This design comes from an exercise in tuning for small area and a short achievable clock period on the open sky130 flow, not from production work.
Function was checked by simulation only, so behaviour that the tests miss may differ from the original.
Power and IR drop assume default switching activity.

Setup of run 1:
==> flow/design.v <==
`timescale 1ns/1ps
module md4_stream_driver #(
  parameter int unsigned MSG_DEPTH  = 256,
  parameter int unsigned ADDR_W     = 8,
  parameter int unsigned SIZE_W     = 64,
  parameter int unsigned HASH_BYTES = 16
) (
  input  logic                    CLK,
  input  logic                    RESET_N,
  input  logic                    WR_EN,
  input  logic [ADDR_W-1:0]       WR_ADDR,
  input  logic [7:0]              WR_DATA,
  input  logic [SIZE_W-1:0]       MSG_LEN,
  input  logic                    START,
  output logic                    BUSY,
  output logic                    DONE,
  output logic                    ERROR,
  output logic [8*HASH_BYTES-1:0] DIGEST,
  output logic                    HC_START,
  input  logic                    HC_BUSY,
  input  logic                    HC_DONE,
  output logic [SIZE_W-1:0]       HC_SIZE,
  output logic [7:0]              HC_IN_BYTE,
  output logic                    HC_IN_EMPTY,
  input  logic                    HC_IN_READ,
  input  logic [7:0]              HC_OUT_BYTE,
  output logic                    HC_OUT_FULL,
  input  logic                    HC_OUT_WRITE
);
  logic [7:0]   r_buf [256];
  logic         r_busy;
  logic         r_done;
  logic         r_error;
  logic [8:0]   r_len;         
  logic [8:0]   r_rem;         
  logic [15:0]  r_row_n;       
  logic [15:0]  r_col_n;       
  logic [7:0]   r_byte;        
  logic         r_empty;
  logic         r_full;
  logic [3:0]   r_cnt;         
  logic [127:0] r_digest;
  logic [15:0]  r_wp_hi_n;     
  logic [15:0]  r_wp_lo_n;     
  logic [7:0]   r_wp_data;
  logic w_unused_hc_busy;
  assign w_unused_hc_busy = HC_BUSY;
  wire idle     = !r_busy && !r_done;
  logic w_len_hi_zero;
  md4_zero55 u_len_hi (.a(MSG_LEN[63:9]), .z(w_len_hi_zero));
  wire len_ok   = w_len_hi_zero && (!MSG_LEN[8] || (MSG_LEN[7:0] == '0));
  wire start_ok = RESET_N && idle && START && len_ok;
  wire rd_ok    = r_busy && HC_IN_READ && !r_empty;
  wire wr_ok    = r_busy && HC_OUT_WRITE && !r_full;
  wire last_wr  = HC_OUT_WRITE && (r_cnt == 4'd15);
  assign BUSY        = r_busy;
  assign HC_START    = r_busy;
  assign DONE        = r_done;
  assign ERROR       = r_error;
  assign HC_SIZE     = {55'd0, r_len};
  assign HC_IN_BYTE  = r_byte;
  assign HC_IN_EMPTY = r_empty;
  assign HC_OUT_FULL = r_full;
  assign DIGEST      = r_digest;
  always_ff @(posedge CLK) begin
    for (int i = 0; i < 16; i++) begin
      r_wp_hi_n[i] <= !(WR_ADDR[7:4] == 4'(i));
      r_wp_lo_n[i] <= !(idle && WR_EN && WR_ADDR[3:0] == 4'(i));
    end
    r_wp_data <= WR_DATA;
  end
  logic [255:0] w_we;
  always_comb begin
    for (int i = 0; i < 256; i++) w_we[i] = !(r_wp_hi_n[i / 16] || r_wp_lo_n[i % 16]);
  end
  always_ff @(posedge CLK) begin
    for (int i = 0; i < 256; i++) begin
      if (w_we[i]) r_buf[i] <= r_wp_data;
    end
  end
  wire byp0 = !r_busy && w_we[0];
  wire byp1 = !r_busy && w_we[1];
  logic [255:0] w_sel;
  logic [7:0]   w_grp_n [86];
  logic [7:0][7:0] w_part_n;
  logic [7:0][7:0] r_part_n;
  always_comb begin
    for (int i = 0; i < 256; i++) w_sel[i] = !(r_row_n[i / 16] || r_col_n[i % 16]);
    w_sel[1] = w_sel[1] && !byp1;
  end
  genvar g;
  generate
    for (g = 0; g < 85; g++) begin : g_rd
      md4_rd_aoi3 u_aoi (
        .d0(r_buf[3*g]),   .s0(w_sel[3*g]),
        .d1(r_buf[3*g+1]), .s1(w_sel[3*g+1]),
        .d2(r_buf[3*g+2]), .s2(w_sel[3*g+2]),
        .yn(w_grp_n[g])
      );
    end
  endgenerate
  assign w_grp_n[85] = ~(r_buf[255] & {8{w_sel[255]}});
  always_comb begin
    for (int j = 0; j < 8; j++) begin
      logic [7:0] acc;
      acc = '1;
      for (int i = 11*j; i < 11*j + 11 && i < 86; i++) acc = acc & w_grp_n[i];
      if (j == 0) acc = acc & ~(r_wp_data & {8{byp1}});
      w_part_n[j] = acc;
    end
  end
  wire [7:0] w_rd = ~(r_part_n[0] & r_part_n[1] & r_part_n[2] & r_part_n[3] &
                      r_part_n[4] & r_part_n[5] & r_part_n[6] & r_part_n[7]);
  always_ff @(posedge CLK) begin
    if (!r_busy || rd_ok) r_part_n <= w_part_n;
    if (!RESET_N) r_byte <= '0;
    else if (!r_busy) r_byte <= byp0 ? r_wp_data : r_buf[0];
    else if (rd_ok) r_byte <= w_rd;
    if (!RESET_N) begin
      r_row_n <= 16'hfffe;
      r_col_n <= 16'hfffd;
    end else if (!r_busy) begin
      r_row_n <= 16'hfffe;
      r_col_n <= start_ok ? 16'hfffb : 16'hfffd;
    end else if (rd_ok) begin
      r_col_n <= {r_col_n[14:0], r_col_n[15]};
      if (!r_col_n[15]) r_row_n <= {r_row_n[14:0], r_row_n[15]};
    end
    if (!r_busy) r_rem <= MSG_LEN[8:0];
    else if (rd_ok) r_rem <= r_rem - 9'd1;
  end
  always_ff @(posedge CLK) begin
    if (!RESET_N || start_ok) begin
      r_digest <= '0;
    end else begin
      for (int k = 0; k < 16; k++) begin
        if (wr_ok && r_cnt == 4'(k)) r_digest[127-8*k -: 8] <= HC_OUT_BYTE;
      end
    end
  end
  always_ff @(posedge CLK) begin
    if (start_ok) r_cnt <= '0;
    else if (wr_ok) r_cnt <= r_cnt + 4'd1;
  end
  always_ff @(posedge CLK) begin
    if (!RESET_N) begin
      r_busy  <= 1'b0;
      r_done  <= 1'b0;
      r_error <= 1'b0;
      r_len   <= '0;
      r_empty <= 1'b1;
      r_full  <= 1'b1;
    end else begin
      r_done <= r_busy && HC_DONE;
      if (r_busy) begin
        if ((HC_IN_READ && r_empty) || (HC_OUT_WRITE && r_full) ||
            (HC_DONE && !(r_full || last_wr)))
          r_error <= 1'b1;
        if (HC_DONE) begin
          r_busy  <= 1'b0;
          r_empty <= 1'b1;
          r_full  <= 1'b1;
        end else begin
          if (rd_ok) r_empty <= (r_rem == 9'd1);
          if (wr_ok) r_full  <= (r_cnt == 4'd15);
        end
      end else if (idle && START) begin
        r_error <= !len_ok;
        if (len_ok) begin
          r_busy  <= 1'b1;
          r_len   <= MSG_LEN[8:0];
          r_empty <= (MSG_LEN[8:0] == 9'd0);
          r_full  <= 1'b0;
        end
      end
    end
  end
endmodule
module md4_rd_aoi3 (
  input  logic [7:0] d0,
  input  logic [7:0] d1,
  input  logic [7:0] d2,
  input  logic       s0,
  input  logic       s1,
  input  logic       s2,
  output logic [7:0] yn
);
  assign yn = ~(({8{s0}} & d0) | ({8{s1}} & d1) | ({8{s2}} & d2));
endmodule
module md4_zero55 (
  input  logic [54:0] a,
  output logic        z
);
  assign z = ~|a;
endmodule
clock: 5.5 ns
lec_check: 0
cap_margin: 20
core_margin: 2
core_utilization: 55
setup_slack_margin: 3.0
slew_margin: 20
synth_hierarchical: 1
standard.sh (not shown) runs the stock make flow with config.mk's settings and CLKGATE_MAP_FILE= SYNTH_SCRIPT=/design/flow/synth_recipe.tcl, a recipe that flattens the netlist after the stock synthesis.
==> flow/flow/run.sh <==
#!/bin/bash
# Standard ORFS layout (the standard.sh) with two changes:
#  - ports are buffered with buf_1 instead of the default delay buffer;
#  - clock tree synthesis clusters up to 30 sinks per leaf buffer within
#    80 um and inserts no dummy loads.
set -euo pipefail
export BUFFER_PORTS_ARGS="-buffer_cell sky130_fd_sc_hd__buf_1"
export CTS_ARGS="-sink_clustering_enable -repair_clock_nets -dont_use_dummy_load -sink_clustering_size 30 -sink_clustering_max_diameter 80"
bash standard.sh > standard_flow.log 2>&1
## Diff of input files: run 2 against run 1
- a change of SETUP_SLACK_MARGIN from 3.0 to 3.1
- a change of CORE_UTILIZATION from 55 to 60
- For run 1, the highest routing layer actually used was met4, unlike run 2, where it was met5.
- Summary of run 2 over run 1: share of cells above drive strength 1 higher, total power lower, clock skew higher, first-pass GRT wire length lower.
### run 2 -> run 3
- a change of CORE_UTILIZATION from 60 to 65
Notes after the runs:
No stage failed in run 3, and the final checks on the layout all came back clean.
Run 2 → run 3: clock insertion delay at the later pin of the skew report did not really move, worst reg2reg path depth decreased 1, cell total after placement now smaller, wire length on met3 went up by 820 um, power went down 0.49%.
Delta (run 3 minus run 2): cell count along the critical path fell by 1; count of nets after finishing fell by about 0.47%; clock skew fell by 0.020 ns.
Lower top fanout value on the critical path was reported by run 2, not run 3.
Changes in run 4 relative to run 3:
- SETUP_SLACK_MARGIN changed from 3.1 to 3.0
- CORE_UTILIZATION changed from 65 to 60
==> flow/flow/run.sh <==
#!/bin/bash
# Standard ORFS layout (the standard.sh) with two changes:
#  - ports are buffered with buf_2 instead of the default delay buffer;
#  - clock tree synthesis clusters up to 30 sinks per leaf buffer within
#    80 um and inserts no dummy loads.
set -euo pipefail
export BUFFER_PORTS_ARGS="-buffer_cell sky130_fd_sc_hd__buf_2"
export CTS_ARGS="-sink_clustering_enable -repair_clock_nets -dont_use_dummy_load -sink_clustering_size 30 -sink_clustering_max_diameter 80"
bash standard.sh > standard_flow.log 2>&1
--- outcome ---
The higher area of combinational cells with multiple inputs of run 4 and run 3 is in run 3.
Relative to run 3, the final hold slack of run 4 is higher by 0.0039 ns.
Relative to run 3, the final antenna diode count of run 4 is lower by 4.
Comparing run 4 and run 3, full die area is higher on run 4.
NOTE: worst setup slack in run 4 falls short of that of run 3

## what the ideal ports hide
In the flow no input, the clock included, has a driving cell. The finished layouts below were timed again as built, in two steps.
Step 1, drivers: a clkbuf_16 drives CLK and a buf_2 each remaining input, both assumed.
Step 2, shift: input delay + t, output delay - t, t = (earliest + latest rising clock arrival at the registers) / 2. This alone moves slack from input paths to output paths.
Slacks: ideal ports / drivers / drivers and shift; pairs: ideal ports / drivers.
| run | shift t [ns] | setup WS [ns] | worst setup path after step 2 | latest minus earliest clock arrival (ns) |
|---|---|---|---|---|
| run 1 | 0.820 | 2.913 / 2.913 / 2.322 | input to register | 0.071 / 0.072 |
| run 2 | 0.797 | 3.035 / 2.984 / 2.404 | input to register | 0.090 / 0.090 |
| run 3 | 0.804 | 3.026 / 3.023 / 2.323 | input to register | 0.077 / 0.077 |
| run 4 | 0.794 | 2.932 / 2.932 / 2.371 | input to register | 0.070 / 0.070 |
After both steps every run listed still meets setup and hold. The setup slack of run 3, which loses most, moves by -0.003 ns with the drivers and by -0.703 ns with both steps.
